From an optimization exercise on the open Yosys and OpenROAD flow, aimed at small area; shortcuts taken in it are not production practice. The RTL was checked by simulation tests, not by an equivalence proof against the original design. Power is estimated from default activity; no workload was simulated.

==> job 4386: inputs <==
==> flow/design.v <==
package ethp_pkg;
    localparam int IN_TDATA_W  = 8;
    localparam int OUT_TDATA_W = 248;
    localparam int OUT_TUSER_W = 2;
    localparam logic [1:0] ST_OK  = 2'd0;
    localparam logic [1:0] ST_ETH = 2'd1;
    localparam logic [1:0] ST_IP  = 2'd2;
    localparam logic [1:0] ST_TCP = 2'd3;
    localparam logic [15:0] POS_SRC_MAC  = 16'd6;
    localparam logic [15:0] POS_ETYPE    = 16'd12;
    localparam logic [15:0] POS_VER_IHL  = 16'd14;
    localparam logic [15:0] POS_PROTO    = 16'd23;
    localparam logic [15:0] POS_SRC_IP   = 16'd26;
    localparam logic [15:0] POS_DST_IP   = 16'd30;
    localparam logic [15:0] POS_IP_END   = 16'd34;
    localparam logic [7:0]  ETH_LEN      = 8'd14;
    localparam logic [15:0] IP_MIN_END   = 16'd34;
    localparam logic [15:0] TCP_MIN      = 16'd20;
    localparam logic [3:0]  HDR_MIN_WORDS = 4'd5;
    localparam logic [15:0] ETYPE_IPV4   = 16'h0800;
    localparam logic [3:0]  IP_VERSION4  = 4'd4;
    localparam logic [7:0]  PROTO_TCP    = 8'd6;
    localparam logic [7:0] TCP_DPORT    = 8'd2;
    localparam logic [7:0] TCP_DOFF     = 8'd12;
    localparam logic [7:0] TCP_FLAGS    = 8'd13;
    typedef struct packed {
        logic [15:0] len;
        logic [47:0] dst_mac;
        logic [47:0] src_mac;
        logic [15:0] ether_type;
        logic [7:0]  ver_ihl;
        logic [7:0]  protocol;
        logic [31:0] src_ip;
        logic [31:0] dst_ip;
        logic [15:0] tcp_sport;
        logic [15:0] tcp_dport;
        logic [3:0]  data_off;
        logic [3:0]  flags;
    } t_frame;
endpackage
import ethp_pkg::*;
module eth_ipv4_tcp_header_parser #(
    parameter int MAX_FRAME_BYTES = 65535
) (
    input  logic         i_clk,
    input  logic         i_rst_n,
    input  logic         s_axis_tvalid,
    output logic         s_axis_tready,
    input  logic [ethp_pkg::IN_TDATA_W-1:0]  s_axis_tdata,
    input  logic         s_axis_tlast,
    output logic         m_axis_tvalid,
    input  logic         m_axis_tready,
    output logic [ethp_pkg::OUT_TDATA_W-1:0] m_axis_tdata,
    output logic [1:0]   m_axis_tuser
);
    logic        r_full_a, r_full_b;    
    logic        r_wr;                  
    logic        r_rd;                  
    logic        r_ov;                  
    logic        accept, fin, ld;
    logic        rd_full;
    assign s_axis_tready = !(r_full_a && r_full_b);
    assign accept        = s_axis_tvalid && s_axis_tready;
    assign fin           = accept && s_axis_tlast;
    assign rd_full       = r_rd ? r_full_b : r_full_a;
    assign ld            = rd_full && (!r_ov || m_axis_tready);
    always_ff @(posedge i_clk) begin
        if (!i_rst_n) begin
            r_full_a <= 1'b0;
            r_full_b <= 1'b0;
            r_wr     <= 1'b0;
            r_rd     <= 1'b0;
            r_ov     <= 1'b0;
        end else begin
            if (fin) r_wr <= !r_wr;
            if (ld)  r_rd <= !r_rd;
            if ((fin && !r_wr) || (ld && !r_rd)) r_full_a <= fin && !r_wr;
            if ((fin &&  r_wr) || (ld &&  r_rd)) r_full_b <= fin &&  r_wr;
            if (!r_ov || m_axis_tready) r_ov <= rd_full;
        end
    end
    logic [15:0] r_cnt;          
    logic [3:0]  r_ihl;
    logic        r_ver4;
    logic        r_et8;          
    logic        r_et;           
    logic        r_tcp;          
    logic [3:0]  r_dof;
    logic        lo6, lo8;       
    logic [7:0]  pos;
    logic [5:0]  rel_hi;
    logic [7:0]  rel;            
    logic [7:0]  b;
    assign b      = s_axis_tdata;
    assign lo8    = (r_cnt[15:8] == 8'd0);
    assign lo6    = lo8 && (r_cnt[7:6] == 2'd0);
    assign pos    = r_cnt[7:0];
    assign rel_hi = pos[7:2] - {2'b00, r_ihl};
    assign rel    = {rel_hi, pos[1:0]};
    logic at12, at13, at14, at23, at_dof;
    assign at12   = lo6 && pos[5:0] == 6'd12;
    assign at13   = lo6 && pos[5:0] == 6'd13;
    assign at14   = lo6 && pos[5:0] == 6'd14;
    assign at23   = lo6 && pos[5:0] == 6'd23;
    assign at_dof = lo8 && rel == 8'd26;
    always_ff @(posedge i_clk) begin
        if (!i_rst_n) begin
            r_cnt <= 16'd0;
        end else if (accept) begin
            if (s_axis_tlast)           r_cnt <= 16'd0;
            else if (r_cnt != 16'hFFFF) r_cnt <= r_cnt + 16'd1;
        end
    end
    always_ff @(posedge i_clk) begin
        if (accept) begin
            if (at12) r_et8 <= (b == 8'h08);
            if (at13) r_et  <= r_et8 && (b == 8'h00);
            if (at14) begin
                r_ver4 <= (b[7:4] == 4'd4);
                r_ihl  <= b[3:0];
            end
            if (at23)   r_tcp <= (b == 8'd6);
            if (at_dof) r_dof <= b[7:4];
        end
    end
    logic        f_eth, f_et, f_ip, f_st3, f_tcp, f_ok;
    logic [1:0]  f_st;
    logic [5:0]  f_poff;         
    logic [15:0] f_len, f_plen;
    logic [7:0]  t_m1;           
    logic [7:0]  p_m1;           
    assign t_m1   = 8'd13 + {2'b00, r_ihl, 2'b00};
    assign f_poff = 6'd3 + {2'b00, r_ihl} + {2'b00, r_dof};
    assign p_m1   = {f_poff, 2'b01};
    assign f_eth  = !lo8 || pos >= 8'd13;
    assign f_et   = at13 ? (r_et8 && b == 8'h00) : r_et;
    assign f_ip   = f_eth && f_et && r_ver4 && (!lo8 || pos >= 8'd33);
    assign f_st3  = f_ip && r_ihl >= 4'd5 && (!lo8 || pos >= t_m1);
    assign f_tcp  = f_st3 && r_tcp && (!lo8 || pos >= t_m1 + 8'd20);
    assign f_ok   = f_tcp && r_dof >= 4'd5 && (!lo8 || pos >= p_m1);
    assign f_st   = (!f_eth || !f_et) ? ST_ETH : f_ok ? ST_OK : f_st3 ? ST_TCP : ST_IP;
    assign f_len  = (r_cnt == 16'hFFFF) ? 16'hFFFF : r_cnt + 16'd1;
    assign f_plen = f_len - {8'd0, f_poff, 2'b10};
    localparam int NL = 28;      
    logic [NL-1:0] lane_en;
    logic [219:0]  lane_d;
    always_comb begin
        lane_en = '0;
        for (int k = 0; k < 6; k++) lane_en[5-k]  = lo6 && pos[5:0] == 6'(k);
        for (int k = 0; k < 6; k++) lane_en[11-k] = lo6 && pos[5:0] == 6'(6 + k);
        lane_en[13] = at12;
        lane_en[12] = at13;
        lane_en[14] = at23;
        for (int k = 0; k < 4; k++) lane_en[18-k] = lo6 && pos[5:0] == 6'(26 + k);
        for (int k = 0; k < 4; k++) lane_en[22-k] = lo6 && pos[5:0] == 6'(30 + k);
        lane_en[24] = lo8 && rel == 8'd14;
        lane_en[23] = lo8 && rel == 8'd15;
        lane_en[26] = lo8 && rel == 8'd16;
        lane_en[25] = lo8 && rel == 8'd17;
        lane_en[27] = lo8 && rel == 8'd27;
        lane_d = {{b[4], b[2:0]}, {27{b}}};
    end
    logic [219:0] r_fa, r_fb;        
    logic [1:0]   r_sta, r_stb;      
    logic [2:0]   r_visa, r_visb;    
    logic [5:0]   r_pofa, r_pofb;
    logic [15:0]  r_plna, r_plnb;
    always_ff @(posedge i_clk) begin
        for (int k = 0; k < NL - 1; k++) begin
            if (accept && !r_wr && lane_en[k]) r_fa[8*k +: 8] <= lane_d[8*k +: 8];
            if (accept &&  r_wr && lane_en[k]) r_fb[8*k +: 8] <= lane_d[8*k +: 8];
        end
        if (accept && !r_wr && lane_en[NL-1]) r_fa[219:216] <= lane_d[219:216];
        if (accept &&  r_wr && lane_en[NL-1]) r_fb[219:216] <= lane_d[219:216];
        if (fin && !r_wr) begin
            r_sta  <= f_st;
            r_visa <= {f_tcp, f_ip, f_eth};
            r_pofa <= f_poff;
            r_plna <= f_plen;
        end
        if (fin && r_wr) begin
            r_stb  <= f_st;
            r_visb <= {f_tcp, f_ip, f_eth};
            r_pofb <= f_poff;
            r_plnb <= f_plen;
        end
    end
    logic         sa, sb, hold;
    logic [241:0] va, vb, ma, mb;
    logic [241:0] r_o;
    logic [1:0]   r_ost;
    logic         oka, okb;
    assign hold = !ld;
    assign sa   = ld && !r_rd;
    assign sb   = ld &&  r_rd;
    assign oka  = (r_sta == ST_OK);
    assign okb  = (r_stb == ST_OK);
    assign va   = {r_plna, r_pofa, r_fa};
    assign vb   = {r_plnb, r_pofb, r_fb};
    assign ma   = {{22{sa && oka}}, {36{sa && r_visa[2]}}, {72{sa && r_visa[1]}},
                   {112{sa && r_visa[0]}}};
    assign mb   = {{22{sb && okb}}, {36{sb && r_visb[2]}}, {72{sb && r_visb[1]}},
                   {112{sb && r_visb[0]}}};
    always_ff @(posedge i_clk) begin
        r_o   <= ({242{hold}} & r_o) | (ma & va) | (mb & vb);
        r_ost <= ({2{hold}} & r_ost) | ({2{sa}} & r_sta) | ({2{sb}} & r_stb);
    end
    assign m_axis_tvalid = r_ov;
    assign m_axis_tdata  = {4'd0, r_o[241:220], ~|r_ost, 1'b0, r_o[219:0]};
    assign m_axis_tuser  = r_ost;
endmodule
==> flow/run.sh <==
#!/bin/bash
# synth_recipe.tcl (not shown) runs the flow's synth.tcl, then flattens the netlist and writes it again
# the make line also repeats each setting of config.mk as NAME=value (left out here)
make -C /OpenROAD-flow-scripts/flow DESIGN_CONFIG=/design/flow/config.mk WORK_HOME=/design/flow/orfs CLKGATE_MAP_FILE= SYNTH_SCRIPT=/design/flow/synth_recipe.tcl finish
==> flow/config.mk <==
export PLATFORM = sky130hd
export DESIGN_NAME = eth_ipv4_tcp_header_parser
export DESIGN_NICKNAME = eth_ipv4_tcp_header_parser
export VERILOG_FILES = /design/flow/design.v
export SDC_FILE = /design/flow/constraint.sdc
export NUM_CORES = 4
export LEC_CHECK = 0
export CAP_MARGIN = 20
export CORE_MARGIN = 2
export CORE_UTILIZATION = 40
export SLEW_MARGIN = 20
==> flow/constraint.sdc <==
create_clock -name core_clock -period 5.5 [get_ports {i_clk}]
set_input_delay 1.1000 -clock core_clock [delete_from_list [all_inputs] [get_ports {i_clk}]]
set_output_delay 1.1000 -clock core_clock [all_outputs]
set_load 0.01 [all_outputs]
==> job 4272: changes against job 4386 <==
--- a/flow/design.v
+++ b/flow/design.v
@@ -127,5 +127,6 @@
     logic [1:0]  f_st;
     logic [5:0]  f_poff;         
-    logic [15:0] f_len, f_plen;
+    logic [15:0] f_plen;
+    logic        f_sat;
     logic [7:0]  t_m1;           
     logic [7:0]  p_m1;           
@@ -140,6 +141,6 @@
     assign f_ok   = f_tcp && r_dof >= 4'd5 && (!lo8 || pos >= p_m1);
     assign f_st   = (!f_eth || !f_et) ? ST_ETH : f_ok ? ST_OK : f_st3 ? ST_TCP : ST_IP;
-    assign f_len  = (r_cnt == 16'hFFFF) ? 16'hFFFF : r_cnt + 16'd1;
-    assign f_plen = f_len - {8'd0, f_poff, 2'b10};
+    assign f_sat  = &r_cnt;
+    assign f_plen = r_cnt - {8'd0, f_poff, f_sat, !f_sat};
     localparam int NL = 28;      
     logic [NL-1:0] lane_en;
@@ -166,11 +167,14 @@
     logic [5:0]   r_pofa, r_pofb;
     logic [15:0]  r_plna, r_plnb;
+    logic wa, wb;
+    assign wa = s_axis_tvalid && !r_wr && !r_full_a;
+    assign wb = s_axis_tvalid &&  r_wr && !r_full_b;
     always_ff @(posedge i_clk) begin
         for (int k = 0; k < NL - 1; k++) begin
-            if (accept && !r_wr && lane_en[k]) r_fa[8*k +: 8] <= lane_d[8*k +: 8];
-            if (accept &&  r_wr && lane_en[k]) r_fb[8*k +: 8] <= lane_d[8*k +: 8];
-        end
-        if (accept && !r_wr && lane_en[NL-1]) r_fa[219:216] <= lane_d[219:216];
-        if (accept &&  r_wr && lane_en[NL-1]) r_fb[219:216] <= lane_d[219:216];
+            if (wa && lane_en[k]) r_fa[8*k +: 8] <= lane_d[8*k +: 8];
+            if (wb && lane_en[k]) r_fb[8*k +: 8] <= lane_d[8*k +: 8];
+        end
+        if (wa && lane_en[NL-1]) r_fa[219:216] <= lane_d[219:216];
+        if (wb && lane_en[NL-1]) r_fb[219:216] <= lane_d[219:216];
         if (fin && !r_wr) begin
             r_sta  <= f_st;
==> flow/flow/run.sh (new file) <==
#!/bin/bash
# The standard layout (standard.sh), with one change: the port buffers that placement
# puts on every input and output are buf_1 cells instead of the cell buffer_ports picks, and
# clock tree synthesis adds no dummy loads to its leaf nets.
set -euo pipefail
cd "$(dirname "$0")/.."
export BUFFER_PORTS_ARGS="-buffer_cell sky130_fd_sc_hd__buf_1"
export CTS_ARGS="-sink_clustering_enable -repair_clock_nets -dont_use_dummy_load -sink_clustering_size 35 -sink_clustering_max_diameter 60 -buf_list sky130_fd_sc_hd__clkbuf_16"
bash standard.sh > flow_standard.log 2>&1
==> flow/standard.sh (new file) <==
#!/bin/bash
# synth_recipe.tcl (not shown) runs the flow's synth.tcl, then flattens the netlist and writes it again
# the make line also repeats each setting of config.mk as NAME=value (left out here)
make -C /OpenROAD-flow-scripts/flow DESIGN_CONFIG=/design/flow/config.mk WORK_HOME=/design/flow/orfs CLKGATE_MAP_FILE= SYNTH_SCRIPT=/design/flow/synth_recipe.tcl "${@:-finish}"
Settings changed: CORE_UTILIZATION 40 to 65.
removed: flow/run.sh
==> job 2233: changes against job 4386 <==
--- a/flow/design.v
+++ b/flow/design.v
@@ -127,5 +127,6 @@
     logic [1:0]  f_st;
     logic [5:0]  f_poff;         
-    logic [15:0] f_len, f_plen;
+    logic [15:0] f_plen;
+    logic        f_sat;
     logic [7:0]  t_m1;           
     logic [7:0]  p_m1;           
@@ -140,6 +141,6 @@
     assign f_ok   = f_tcp && r_dof >= 4'd5 && (!lo8 || pos >= p_m1);
     assign f_st   = (!f_eth || !f_et) ? ST_ETH : f_ok ? ST_OK : f_st3 ? ST_TCP : ST_IP;
-    assign f_len  = (r_cnt == 16'hFFFF) ? 16'hFFFF : r_cnt + 16'd1;
-    assign f_plen = f_len - {8'd0, f_poff, 2'b10};
+    assign f_sat  = &r_cnt;
+    assign f_plen = r_cnt - {8'd0, f_poff, f_sat, !f_sat};
     localparam int NL = 28;      
     logic [NL-1:0] lane_en;
==> flow/flow/run.sh (new file) <==
#!/bin/bash
# The standard layout (standard.sh), with one change: the port buffers that placement
# puts on every input and output are buf_1 cells instead of the cell buffer_ports picks, and
# clock tree synthesis adds no dummy loads to its leaf nets.
set -euo pipefail
cd "$(dirname "$0")/.."
export BUFFER_PORTS_ARGS="-buffer_cell sky130_fd_sc_hd__buf_1"
export CTS_ARGS="-sink_clustering_enable -repair_clock_nets -dont_use_dummy_load -sink_clustering_size 25 -sink_clustering_max_diameter 60 -buf_list sky130_fd_sc_hd__clkbuf_16"
bash standard.sh > flow_standard.log 2>&1
==> flow/standard.sh (new file) <==
#!/bin/bash
# synth_recipe.tcl (not shown) runs the flow's synth.tcl, then flattens the netlist and writes it again
# the make line also repeats each setting of config.mk as NAME=value (left out here)
make -C /OpenROAD-flow-scripts/flow DESIGN_CONFIG=/design/flow/config.mk WORK_HOME=/design/flow/orfs CLKGATE_MAP_FILE= SYNTH_SCRIPT=/design/flow/synth_recipe.tcl "${@:-finish}"
Settings changed: CTS_BUF_LIST set to sky130_fd_sc_hd__clkbuf_16, CTS_CLUSTER_DIAMETER set to 60, CTS_CLUSTER_SIZE set to 25.
removed: flow/run.sh
==> comparison <==
Between job 2233 and job 4386, the lower via count is in job 2233 (gap about 3%, measured against job 4386). In job 4386 the power is higher than in job 4272, by about 24%. Clock skew, lowest first: job 4386, job 4272, job 2233. In job 2233 the combinational power is lower than in job 4272, by about 10%. Hold slack: job 2233 < job 4272 < job 4386. Against job 2233, the global-route usage of job 4386 is higher by 0.40 points.
==> figures <==
quantity	job 2233	job 4272	job 4386
Status	complete, no violations	complete, no violations	complete, no violations
Filler cell count in the final layout	5924	2740	5583
GPL Wtd Cong	0.851	0.923	0.823
Tightest hold margin	0.390 ns	0.396 ns	0.447 ns
Share of cell area taken by flip-flops and latches	67.9%	69.8%	61.2%
Nonclk inv count	275	272	272
Gr usage total	19.1%	28.5%	19.5%
Site row count	95	74	95
Clk latency of the worst-skew pair	0.63 ns	0.59 ns	0.62 ns
Horiz. Die Dim	264 um	208 um	265 um
Leak pwr	0.0115 uW	0.0114 uW	0.0130 uW
Endpoint of the worst hold-timing path	r_o[189]$_DFF_P_	r_o[103]$_DFF_P_	r_o[205]$_DFF_P_
Total Power Consumption	11000 uW	10700 uW	13200 uW

static timing again, ports no longer ideal:
Ports are ideal in the flow. The routed layouts listed here were re-timed in OpenROAD.
Step 1 (the two cells are an assumption about what drives the block):
set clk [get_ports {i_clk}]
set_driving_cell -lib_cell sky130_fd_sc_hd__clkbuf_16 $clk
set_driving_cell -lib_cell sky130_fd_sc_hd__buf_2 [delete_from_list [all_inputs] $clk]
Step 2 adds t to the input delays and takes it off the output delays; t is the mean of the earliest and latest rising clock arrival at the registers after step 1. Input paths then give back, and output paths get back, about the clock's delay inside the block.
Slacks: ideal / step 1 / step 2; pairs: ideal / step 1.
run | t, ns | setup slack, ns | hold WS [ns] | worst setup path at the end
job 4386 | 0.680 | 1.295 / 1.295 / 1.295 | 0.447 / 0.447 / 0.447 | register to register
job 4272 | 0.613 | 1.343 / 1.343 / 1.343 | 0.396 / 0.396 / 0.396 | register to register
job 2233 | 0.645 | 1.539 / 1.539 / 1.539 | 0.390 / 0.390 / 0.390 | register to register
After both steps every run listed still meets setup and hold.
